Context: an optimization exercise on an open-source flow, tuned for small area, a short achievable clock period and few clock cycles per item. The choices shown serve that exercise and are no tape-out recipe.
RTL that was checked went through simulation tests only; none was proved equivalent to the original.

// pan_tilt_pd_tracker
module pan_tilt_pd_tracker (
	input  logic                                    clk,
	input  logic                                    arst_n,
	input  logic                                    cfg_we,
	input  logic [ptpd_pkg::CFG_IDX_BITS-1:0]       cfg_index,
	input  logic [ptpd_pkg::CFG_DATA_BITS-1:0]      cfg_data,
	input  logic                                    in_valid,
	output logic                                    in_ready,
	input  logic signed [ptpd_pkg::ERROR_BITS-1:0]  pan_pixel_error,
	input  logic signed [ptpd_pkg::ERROR_BITS-1:0]  tilt_pixel_error,
	input  logic                                    target_seen,
	input  logic [ptpd_pkg::AGE_BITS-1:0]           link_age_ms,
	input  logic                                    stop_press,
	output logic                                    out_valid,
	input  logic                                    out_ready,
	output logic [ptpd_pkg::PULSE_BITS-1:0]         pan_pulse_us,
	output logic [ptpd_pkg::PULSE_BITS-1:0]         tilt_pulse_us,
	output logic                                    tracking_active,
	output logic                                    drive_enabled
);
Settings: LEC_CHECK=0, CAP_MARGIN=20, CORE_MARGIN=2, CORE_UTILIZATION=40, SLEW_MARGIN=20; clock period 11.0 ns.
run.sh (not shown) runs the stock make flow with config.mk's settings and CLKGATE_MAP_FILE= SYNTH_SCRIPT=/design/flow/synth_recipe.tcl, a recipe that flattens the netlist after the stock synthesis.
Rerun with:
--- a/flow/config.mk
+++ b/flow/config.mk
@@ -10 +10,2 @@
-export CORE_UTILIZATION = 40
+export CORE_UTILIZATION = 60
+export SETUP_SLACK_MARGIN = 5
Cell count fell by 7.6%.
Setup slack gets better by 0.94 ns.
Critical path depth rose by 1.
Cell area fell by 0.95%.
Hold slack gets better by 0.021 ns.
Die area fell by 33%.
Clock skew rose by 0.0031 ns.
No run of this note included a check of the RTL's function; only the layout flow was run.

========
Setup of the reference run:
Another version of the RTL of pan_tilt_pd_tracker (not shown whole).
Size: about 5000 cells after synthesis, ~370 flip-flops, roughly 94 I/O pins, roughly 49000 um^2 of cells after synthesis.
make LEC_CHECK=0 CAP_MARGIN=20 CORE_MARGIN=2 CORE_UTILIZATION=40 SLEW_MARGIN=20 finish   # period 11.0 ns
Testbench counts of the reference run, summed over its fixed seeds: cycles 3,240, items 3,200.
diff inputs: the reference run => the trial run
--- a/flow/config.mk
+++ b/flow/config.mk
@@ -10 +10,2 @@
-export CORE_UTILIZATION = 40
+export CORE_UTILIZATION = 60
+export SETUP_SLACK_MARGIN = 5
Results
The reference run → the trial run: post-route worst setup slack increased by 1.12 ns relative to the old numbers, largest driver fanout on the critical path fell 14, total via count in the routed design rose 671.
Re transition time at the pin with the least slew margin: the trial run is 0.035 ns up on the reference run.

========
## main
Another version of the RTL of pan_tilt_pd_tracker (not shown whole).
For scale: ~5100 cells after synthesis, roughly 470 flip-flops, ~94 I/O pins.
clock: 11.0 ns
lec_check: 0
cap_margin: 20
core_margin: 2
core_utilization: 60
setup_slack_margin: 5
slew_margin: 20
The inputs of the feature branch differ from those of main as listed below.
- SETUP_SLACK_MARGIN changed from 5 to 7.0
==> flow/flow/run.sh (new file) <==
#!/bin/bash
set -euo pipefail
MARGIN=7.0
sed -i '/SETUP_SLACK_MARGIN/d' config.mk
echo "export SETUP_SLACK_MARGIN = ${MARGIN}" >> config.mk
bash standard.sh > standard.log 2>&1
==> flow/standard.sh (new file) <==
#!/bin/bash
# synth_recipe.tcl (not shown) runs the flow's synth.tcl, then flattens the netlist and writes it again
# the make line also repeats each setting of config.mk as NAME=value (left out here)
make -C /OpenROAD-flow-scripts/flow DESIGN_CONFIG=/design/flow/config.mk WORK_HOME=/design/flow/orfs CLKGATE_MAP_FILE= SYNTH_SCRIPT=/design/flow/synth_recipe.tcl "${@:-finish}"
removed: flow/run.sh
==> run summary <==
The feature branch against main: first-iteration DRC count went down by 50; global routing usage summed across all routing layers went up by 1.7 points; worst-path maximum fanout went down by 3.
No functional check of the RTL was part of any run of this note.

========
Setup of R:
Another version of the RTL of pan_tilt_pd_tracker (not shown whole).
Size: roughly 4700 cells after synthesis, roughly 94 I/O pins.
==> flow/config.mk <==
export PLATFORM = sky130hd
export DESIGN_NAME = pan_tilt_pd_tracker
export DESIGN_NICKNAME = pan_tilt_pd_tracker
export VERILOG_FILES = /design/flow/design.v
export SDC_FILE = /design/flow/constraint.sdc
export NUM_CORES = 4
export LEC_CHECK = 0
export CAP_MARGIN = 20
export CORE_MARGIN = 2
export CORE_UTILIZATION = 70
export CTS_BUF_LIST = sky130_fd_sc_hd__clkbuf_4 sky130_fd_sc_hd__clkbuf_8
export CTS_CLUSTER_SIZE = 30
export SLEW_MARGIN = 20
export SETUP_SLACK_MARGIN = 6.6
==> flow/constraint.sdc <==
create_clock -name core_clock -period 11.0 [get_ports {clk}]
set_input_delay 2.2000 -clock core_clock [delete_from_list [all_inputs] [get_ports {clk}]]
set_output_delay 2.2000 -clock core_clock [all_outputs]
set_load 0.01 [all_outputs]
standard.sh (not shown) runs the stock make flow with config.mk's settings and CLKGATE_MAP_FILE= SYNTH_SCRIPT=/design/flow/synth_recipe.tcl, a recipe that flattens the netlist after the stock synthesis.
==> flow/flow/run.sh <==
#!/bin/bash
set -euo pipefail
MARGIN=6.6
sed -i '/SETUP_SLACK_MARGIN/d' config.mk
echo "export SETUP_SLACK_MARGIN = ${MARGIN}" >> config.mk
bash standard.sh synth > synth.log 2>&1
R=orfs/results/${FLOW_PLATFORM}/pan_tilt_pd_tracker/base
cp $R/1_2_yosys.v yosys_netlist_orig.v
python3 flow/fapol.py yosys_netlist_orig.v $R/1_2_yosys.v > fapol.log 2>&1
rm -f $R/1_synth.odb $R/1_synth.sdc
bash standard.sh > standard.log 2>&1
Other scripts of this flow, unchanged in this note and not shown: flow/flow/fapol.py
R reached the final stage; the timing, design-rule and antenna checks on its layout passed.
Testbench counts of R, summed over its fixed seeds: cycles 3,248, items 3,200.
Input-level comparison between S and R:
- swapping 6.6 for 6.8 in SETUP_SLACK_MARGIN
diff --git a/flow/flow/run.sh b/flow/flow/run.sh
--- a/flow/flow/run.sh
+++ b/flow/flow/run.sh
@@ -3 +3 @@
-MARGIN=6.6
+MARGIN=6.8
==> comparison <==
Per the comparison of S with R, buffer share of cell area rose 1.1 points, sequential share of layout area dropped 0.41 points, detailed placer's ending HPWL higher.
Sort R and S by total wirelength of the detailed-routed design, descending, and S comes first.
Summary of S over R: pin count of the biggest net entering global routing grew by 14; clock tree buffer count of the final layout shows an increase of 9; cell area reported after detailed placement held steady; number of inverters outside the clock class in the layout level.

## re-timing with driven ports
No port has a modelled driver above. Below, the same layouts with a new extraction and two added sets of constraints.
Step 1, drivers: a clkbuf_16 drives clk and a buf_2 each remaining input, both assumed.
Step 2 times the ports against the registers' clock, not the clock port: input delays grow and output delays shrink by t, the midpoint of the rising clock arrivals with the driver on.
a / b / c = no drivers / after step 1 / after step 2; a / b = the first two.
run | shift t [ns] | setup slack, ns | clock arrival spread, ns | slew at the worst register clock pin (ns) | pins driven straight from the clock port
the first run of note 1 | 0.702 | 4.233 / 4.275 / 3.573 | 0.032 / 0.032 | 0.07 / 0.07 | 1
the second run of note 1 | 0.671 | 5.169 / 5.217 / 4.546 | 0.036 / 0.036 | 0.08 / 0.08 | 1
the reference run | 0.659 | 3.593 / 3.593 / 3.593 | 0.040 / 0.041 | 0.07 / 0.07 | 1
the trial run | 0.663 | 4.715 / 4.715 / 4.577 | 0.037 / 0.037 | 0.07 / 0.07 | 1
main | 0.690 | 5.752 / 5.752 / 5.451 | 0.032 / 0.032 | 0.06 / 0.06 | 1
the feature branch | 0.681 | 6.264 / 6.264 / 6.264 | 0.023 / 0.024 | 0.07 / 0.07 | 1
R | 0.776 | 6.568 / 6.568 / 5.968 | 0.043 / 0.043 | 0.09 / 0.09 | 1
S | 0.785 | 6.625 / 6.625 / 6.084 | 0.043 / 0.044 | 0.07 / 0.07 | 1
After both steps setup and hold are still met in every run listed. The setup slack of the first run of note 1, which loses most, moves by +0.042 ns with the drivers and by -0.660 ns with both steps.
